From an optimization exercise on the open Yosys and OpenROAD flow, aimed at small area, a short achievable clock period and few clock cycles per item; shortcuts taken in it are not production practice.
In this exercise RTL edits were held to simulation tests only and were not proved equivalent to the original.
No activity file was given, so power comes from the tool's default toggle rates.

## run 1
==> flow/design.v (excerpt) <==
module wdd_top (
  input  logic        clk_i,
  input  logic        rst_ni,
  input  logic        in_valid_i,
  output logic        in_stall_o,
  input  logic [31:0] in_value_i,
  input  logic        in_last_i,
  output logic        out_valid_o,
  input  logic        out_stall_i,
  output logic        out_match_now_o,
  output logic        out_found_so_far_o,
  output logic        out_array_done_o,
  input  logic        cfg_we_i,
  input  logic [4:0]  cfg_wdata_i
);
For scale: ~1600 cells after synthesis, roughly 560 flip-flops, ~48 I/O pins, roughly 19000 sq um of cells after synthesis.
Settings: LEC_CHECK=0, CAP_MARGIN=20, CORE_MARGIN=2, CORE_UTILIZATION=55, CTS_CLUSTER_DIAMETER=80, CTS_CLUSTER_SIZE=25, PLACE_DENSITY=0.7, SETUP_SLACK_MARGIN=2.1, SLEW_MARGIN=20; clock period 4.0 ns.
standard.sh (not shown) runs the stock make flow with config.mk's settings and CLKGATE_MAP_FILE= SYNTH_SCRIPT=/design/flow/synth_recipe.tcl, a recipe that flattens the netlist after the stock synthesis.
==> flow/flow/run.sh <==
#!/bin/bash
# The standard layout (the standard.sh, unchanged synthesis, floorplan,
# power grid and tap cells), with two placement/repair settings changed:
#  - the port buffers are plain buf_4 cells instead of the delay-buffer cell
#    buffer_ports picks by default (every port still gets its own buffer);
#  - gate sizing may swap a cell for one with a different footprint.
# The full output of the run goes to standard.log in this folder.
set -o pipefail
bash standard.sh \
  BUFFER_PORTS_ARGS="-buffer_cell sky130_fd_sc_hd__buf_4" \
  MATCH_CELL_FOOTPRINT=0 \
  finish > standard.log 2>&1
Testbench counts of run 1, summed over its fixed seeds: cycles 16,795, items 16,384.
Edits applied to the flow inputs when going from run 1 to run 2:
- SETUP_SLACK_MARGIN now 2.0, was 2.1
- PLACE_DENSITY no longer set, was 0.7
- CORE_UTILIZATION now 40, was 55
Results
Both conditions hold for run 2: the flow ran to the end and the final layout passed the timing, DRC and antenna checks. Against run 1, non-clock buffer count in run 2 fell by a few percent. Comparing tightest hold margin for run 2 and run 1, the smaller number came from run 2. In the final reports, the cell area of run 2 is larger than that of run 1.
[inputs] run 3 vs run 2
- SETUP_SLACK_MARGIN changed from 2.0 to 2.1
- GPL_TIMING_DRIVEN newly set to 0
- PLACE_DENSITY newly set to 0.75
- CORE_UTILIZATION changed from 40 to 60
==> comparison <==
Compared with run 2, placement density in the core of run 3 is higher.
Between run 3 and run 2, the cell-internal power does not differ in any meaningful way.
Overall die area (run 3 over run 2): decrease, 33%
| proportion of power drawn by the clock network | run 3 vs run 2 | 1.3 points lower |
Relative to run 2, the total via count after detailed routing measured on run 3 has increased by a few percent.
In summary, run 3 completed successfully, with a layout that passed the timing, DRC and antenna checks.
When run 3 is set beside run 2, its proportion of layout cells with a drive suffix above 1 turns out to be 3.0 points larger.

## try-indigo
The RTL this note starts from:
==> flow/design.v <==
package wdd_pkg;
  localparam int ValueW           = 32;
  localparam int WindowKW         = 5;
  localparam int DefaultMaxWindow = 16;
  typedef struct packed {
    logic signed [ValueW-1:0] value;
    logic                     last_item;
  } wdd_in_t;
  typedef struct packed {
    logic match_now;
    logic found_so_far;
    logic array_done;
  } wdd_out_t;
endpackage
module wdd_cell (
  input  logic                              in_window_i,
  input  logic signed [wdd_pkg::ValueW-1:0] probe_i,
  input  logic signed [wdd_pkg::ValueW-1:0] value_i,
  output logic                              hit_o
);
  assign hit_o = in_window_i && (value_i == probe_i);
endmodule
module windowed_duplicate_detector
#(
  parameter int MAX_WINDOW = wdd_pkg::DefaultMaxWindow
) (
  input  logic                clk_i,
  input  logic                rst_ni,
  input  logic                in_valid_i,
  output logic                in_stall_o,
  input  wdd_pkg::wdd_in_t             in_data_i,
  output logic                out_valid_o,
  input  logic                out_stall_i,
  output wdd_pkg::wdd_out_t            out_data_o,
  input  logic                cfg_we_i,
  input  logic [wdd_pkg::WindowKW-1:0] cfg_wdata_i
);
  localparam int N     = MAX_WINDOW;
  localparam int PhW   = (N > 16) ? 5 : (N > 8) ? 4 : (N > 4) ? 3 : (N > 2) ? 2 : 1;
  localparam int CntW  = (N > 15) ? 5 : (N > 7) ? 4 : (N > 3) ? 3 : (N > 1) ? 2 : 1;
  localparam int NGrp  = (N % 2 == 0) ? N / 2 : N;
  localparam int GrpSz = N / NGrp;
  localparam int QD    = 3;
  logic [N-1:0][wdd_pkg::ValueW-1:0] ring_q;
  logic [CntW-1:0]              fill_q, fill_d;
  logic [PhW-1:0]               phase_q, phase_d;
  logic [wdd_pkg::WindowKW-1:0] window_k_q, window_k_d;
  logic                         stall_q, stall_d;
  logic                         in_xfer;
  logic [N-1:0]                 in_window;
  logic [CntW-1:0]              span_q, span_d;
  logic [N-1:0]                 hit_vec;
  logic [NGrp-1:0]              grp_hit;
  logic [NGrp-1:0]              hit_q;
  logic                         hlast_q;
  logic                         hvalid_q;
  logic                         seen_q;
  wdd_pkg::wdd_out_t            res;
  logic [QD-1:0][2:0]           q_data, q_data_d;
  logic [QD-1:0]                q_valid, q_valid_d;
  logic                         pop;
  assign in_stall_o = stall_q;
  assign in_xfer    = in_valid_i && !stall_q;
  always_ff @(posedge clk_i) begin
    ring_q[0] <= in_xfer ? in_data_i.value : ring_q[N-1];
    for (int j = 1; j < N; j++) begin
      ring_q[j] <= ring_q[j-1];
    end
  end
  always_comb begin
    span_d = span_q;
    if (cfg_we_i) begin
      span_d = (32'(fill_q) < 32'(window_k_d)) ? fill_q : CntW'(window_k_d);
    end else if (in_xfer) begin
      if (in_data_i.last_item) begin
        span_d = '0;
      end else if (32'(span_q) != 32'(window_k_q)) begin
        span_d = span_q + CntW'(1);
      end
    end
  end
  always_ff @(posedge clk_i or negedge rst_ni) begin
    if (!rst_ni) begin
      span_q <= '0;
    end else begin
      span_q <= span_d;
    end
  end
  for (genvar gi = 0; gi < N; gi++) begin : g_cell
    assign in_window[gi] = (CntW'(gi) < span_q);
    wdd_cell u_cell (
      .in_window_i(in_window[gi]),
      .probe_i    (in_data_i.value),
      .value_i    (ring_q[gi]),
      .hit_o      (hit_vec[gi])
    );
  end
  for (genvar gg = 0; gg < NGrp; gg++) begin : g_grp
    assign grp_hit[gg] = |hit_vec[gg*GrpSz +: GrpSz];
  end
  always_comb begin
    fill_d  = fill_q;
    phase_d = (phase_q == PhW'(N - 1)) ? '0 : phase_q + PhW'(1);
    if (in_xfer) begin
      phase_d = '0;
      if (in_data_i.last_item) begin
        fill_d = '0;
      end else if (fill_q != CntW'(N)) begin
        fill_d = fill_q + CntW'(1);
      end
    end
  end
  always_comb begin
    if (32'(cfg_wdata_i) > N) begin
      window_k_d = wdd_pkg::WindowKW'(N);
    end else begin
      window_k_d = cfg_wdata_i;
    end
  end
  always_ff @(posedge clk_i or negedge rst_ni) begin
    if (!rst_ni) begin
      window_k_q <= '0;
    end else if (cfg_we_i) begin
      window_k_q <= window_k_d;
    end
  end
  always_ff @(posedge clk_i or negedge rst_ni) begin
    if (!rst_ni) begin
      fill_q   <= '0;
      phase_q  <= '0;
      hvalid_q <= 1'b0;
    end else begin
      fill_q   <= fill_d;
      phase_q  <= phase_d;
      hvalid_q <= in_xfer;
    end
  end
  always_ff @(posedge clk_i) begin
    hit_q   <= grp_hit;
    hlast_q <= in_data_i.last_item;
  end
  always_comb begin
    res.match_now    = |hit_q;
    res.found_so_far = seen_q || res.match_now;
    res.array_done   = hlast_q;
  end
  always_ff @(posedge clk_i or negedge rst_ni) begin
    if (!rst_ni) begin
      seen_q <= 1'b0;
    end else if (hvalid_q) begin
      seen_q <= hlast_q ? 1'b0 : res.found_so_far;
    end
  end
  assign pop = q_valid[0] && !out_stall_i;
  always_comb begin
    logic [QD-1:0] v_after;
    logic          placed;
    v_after = pop ? (q_valid >> 1) : q_valid;
    placed  = 1'b0;
    q_valid_d = v_after;
    for (int e = 0; e < QD; e++) begin
      q_data_d[e] = (pop && e < QD - 1) ? q_data[(e < QD - 1) ? e + 1 : e] : q_data[e];
      if (hvalid_q && !placed && !v_after[e]) begin
        q_data_d[e]  = res;
        q_valid_d[e] = 1'b1;
        placed       = 1'b1;
      end
    end
  end
  always_ff @(posedge clk_i or negedge rst_ni) begin
    if (!rst_ni) begin
      q_valid <= '0;
    end else begin
      q_valid <= q_valid_d;
    end
  end
  always_ff @(posedge clk_i) begin
    for (int e = 0; e < QD; e++) begin
      q_data[e] <= q_data_d[e];
    end
  end
  assign stall_d = q_valid_d[QD-1] || (q_valid_d[QD-2] && in_xfer) ||
                   (!in_xfer && (fill_q != '0) && (phase_q != PhW'(N - 1)));
  always_ff @(posedge clk_i or negedge rst_ni) begin
    if (!rst_ni) begin
      stall_q <= 1'b0;
    end else begin
      stall_q <= stall_d;
    end
  end
  assign out_valid_o = q_valid[0];
  assign out_data_o  = q_data[0];
endmodule
module wdd_top (
  input  logic        clk_i,
  input  logic        rst_ni,
  input  logic        in_valid_i,
  output logic        in_stall_o,
  input  logic [31:0] in_value_i,
  input  logic        in_last_i,
  output logic        out_valid_o,
  input  logic        out_stall_i,
  output logic        out_match_now_o,
  output logic        out_found_so_far_o,
  output logic        out_array_done_o,
  input  logic        cfg_we_i,
  input  logic [4:0]  cfg_wdata_i
);
  wdd_pkg::wdd_in_t  in_data;
  wdd_pkg::wdd_out_t out_data;
  assign in_data.value     = in_value_i;
  assign in_data.last_item = in_last_i;
  windowed_duplicate_detector u_wdd (
    .clk_i(clk_i), .rst_ni(rst_ni),
    .in_valid_i(in_valid_i), .in_stall_o(in_stall_o), .in_data_i(in_data),
    .out_valid_o(out_valid_o), .out_stall_i(out_stall_i), .out_data_o(out_data),
    .cfg_we_i(cfg_we_i), .cfg_wdata_i(cfg_wdata_i)
  );
  assign out_match_now_o    = out_data.match_now;
  assign out_found_so_far_o = out_data.found_so_far;
  assign out_array_done_o   = out_data.array_done;
endmodule
export LEC_CHECK = 0
export CAP_MARGIN = 20
export CORE_MARGIN = 2
export CORE_UTILIZATION = 60
export CTS_CLUSTER_DIAMETER = 80
export CTS_CLUSTER_SIZE = 25
export PLACE_DENSITY = 0.75
export SETUP_SLACK_MARGIN = 2.15
export SLEW_MARGIN = 20
create_clock -name core_clock -period 4.0 [get_ports {clk_i}]
Scripts as last shown in full above: flow/flow/run.sh
try-indigo closes out successfully: all stages finished, all timing, DRC and antenna checks passed.
Testbench counts of try-indigo, summed over its fixed seeds: cycles 16,795, items 16,384.
Modified inputs, try-nickel compared to try-indigo
Settings: changing CORE_UTILIZATION from 60 to 55; changing CAP_MARGIN from 20 to 5; changing PLACE_DENSITY from 0.75 to 0.7; changing SETUP_SLACK_MARGIN from 2.15 to 2.1; changing SLEW_MARGIN from 20 to 5.
Notes after the runs:
- Cmp try-indigo and try-nickel / core utilization / higher: try-indigo
- Looking at mean number of vias per cell across try-indigo and try-nickel, the one that comes out higher is try-indigo.
- Tightest slew margin relative to the limit down 16 points in try-nickel wrt try-indigo
- Diff try-indigo..try-nickel | cell area after layout | negligible
- Fraction of synthesis flops using an asynchronous set or reset pin came out exactly the same in try-indigo and try-nickel.
- On cell internal power dissipation, try-indigo tracks try-nickel almost exactly.
- Compared try-nickel vs try-indigo, and met2 track demand over resource in global routing is down in try-nickel.
- Relative to try-indigo, the clock tree buffer count of the final layout measured on try-nickel has increased by a few percent.
- try-indigo and try-nickel ended up with nearly the same power.
- For try-nickel, the highest layer used for signal routing was met4, unlike try-indigo, where it was met5.
- Between try-indigo and try-nickel, the flow reports non-clock buffer count decreasing by a few percent.
- Total number of tap cells for try-nickel is higher than for try-indigo.
The following lists how try-umber was set up differently from try-nickel:
Settings: removing PLACE_DENSITY (formerly 0.7); changing SLEW_MARGIN from 5 to 20; changing CAP_MARGIN from 5 to 20; changing CORE_UTILIZATION from 55 to 40.
==> comparison <==
When try-umber is measured against try-nickel, its final worst hold slack turns out 0.023 ns lower. Note that the met1 routed wirelength after detailed routing recorded for try-nickel amounts to 0.910 times the value seen in try-umber. try-umber against try-nickel: non-clock buffer count went up; layout-stage area growth over the synthesis result saw an increase. Between try-nickel and try-umber, the cell count went up. Relative to try-nickel, overall routed net length increased by 3100 µm in try-umber. Against try-nickel, try-umber reports a power per cell area that is higher. Summary of try-umber over try-nickel: wire length of the first global-routing pass +4.3%; design area shows an increase of about 2.5%; met2 track demand over resource in global routing went down 9.7 points; post-route total power increased by about 4% relative to the old numbers.
### try-umber -> try-garnet
Settings: SETUP_SLACK_MARGIN now 2.15, was 2.1; CORE_UTILIZATION now 55, was 40; CTS_CLUSTER_DIAMETER now 60, was 80; PLACE_DENSITY now 0.7, previously not set; CTS_CLUSTER_SIZE now 20, was 25.
### Flow results
Diff try-umber -> try-garnet: number of antenna violations at the first check in global routing grew by 1; final-layout worst hold slack shows an increase of 0.065 ns. Summary of try-garnet over try-umber: final area essentially unchanged, cell count moved down, clock group total power increased about 8%. Clock buffer instance count of the final layout (try-garnet vs. try-umber) increases by more than 10%. For try-umber, the launch point of the critical path was u_wdd.q_valid[0], unlike try-garnet, where it was u_wdd.stall_q. [compare] base=try-umber new=try-garnet: multi-input logic portion of the cell area was more or less identical; overall power of the completed layout went up by about 1.2%; period utilization went down by 1.7 points. Looking at try-umber and try-garnet, the sequential share of power is a wash.
Input changes introduced in try-delta (baseline for comparison: try-garnet):
Settings: CTS_CLUSTER_DIAMETER changed from 60 to 80; CTS_CLUSTER_SIZE changed from 20 to 25.
## What came out
- Global-route track usage on met2: try-delta and try-garnet compared, lower one is try-delta
- try-delta drops fewer vias than try-garnet.
- Compared to try-garnet, the router laid down less metal wire for try-delta.
- Number of clock buffers inserted by TritonCTS for try-delta is lower than for try-garnet.
- On try-delta: cell area power density is 3.1% lower than what try-garnet gave.
- Diff try-garnet..try-delta | combined area of the multi-input logic cells | negligible
- Share of post-route cells with drive strength above 1: try-delta vs try-garnet down 1.4 points
What try-zinc does differently from try-delta at the input level:
Settings: CAP_MARGIN changed from 20 to 10; SETUP_SLACK_MARGIN changed from 2.15 to 2.1; SLEW_MARGIN changed from 20 to 10.
[summary]
Per the comparison of try-zinc with try-delta, utilization saw a decrease, setup slack shrank by 0.0052 ns.
Changes observed in try-zinc relative to try-delta: non-filler instance count after layout comparable; count of clock-net buffers in the final layout now larger; minimum clock period after layout now larger.
Summary of try-zinc over try-delta: count of sequential standard cells held steady; register-to-register slack now smaller.
Run comparison: try-delta first element of the critical path u_wdd.stall_q; try-zinc first element of the critical path u_wdd.q_valid[0]
Relative to try-delta, total non-filler cell area in the finished layout has gone down in try-zinc.

## separate check: timing with driven ports
How much do the figures lean on ideal ports? The routed layouts below were timed once more, with nothing changed but the port constraints.
Step 1 sets driving cells, clkbuf_16 on the clock port and buf_2 on the other inputs (assumed; they add their load-dependent delay and slew).
Step 2, shift: input delay + t, output delay - t, t = (earliest + latest rising clock arrival at the registers) / 2. This alone moves slack from input paths to output paths.
Slacks: ideal ports / drivers / drivers and shift; pairs: ideal ports / drivers.
run	shift t [ns]	setup slack, ns	worst hold slack (ns)	clock arrival spread, ns	cell pins on the clock port's net
run 1	0.611	2.096 / 2.043 / 1.523	0.117 / 0.087 / 0.349	0.030 / 0.030	1
run 2	0.647	2.055 / 2.027 / 1.437	0.103 / 0.076 / 0.349	0.040 / 0.040	1
run 3	0.623	2.028 / 2.006 / 1.423	0.109 / 0.077 / 0.348	0.028 / 0.027	1
try-indigo	0.614	2.070 / 2.019 / 1.523	0.106 / 0.078 / 0.341	0.043 / 0.044	1
try-nickel	0.611	2.096 / 2.043 / 1.523	0.117 / 0.087 / 0.349	0.030 / 0.030	1
try-umber	0.635	2.055 / 2.006 / 1.543	0.093 / 0.067 / 0.355	0.022 / 0.021	1
try-garnet	0.585	2.125 / 2.071 / 1.613	0.158 / 0.128 / 0.351	0.026 / 0.025	1
try-delta	0.608	2.101 / 2.049 / 1.605	0.126 / 0.099 / 0.356	0.023 / 0.024	1
try-zinc	0.611	2.096 / 2.043 / 1.523	0.117 / 0.087 / 0.349	0.030 / 0.030	1
After both steps every run listed still meets setup and hold. For run 2, which loses most, drivers alone change the setup slack by -0.028 ns; drivers and shift together by -0.618 ns.
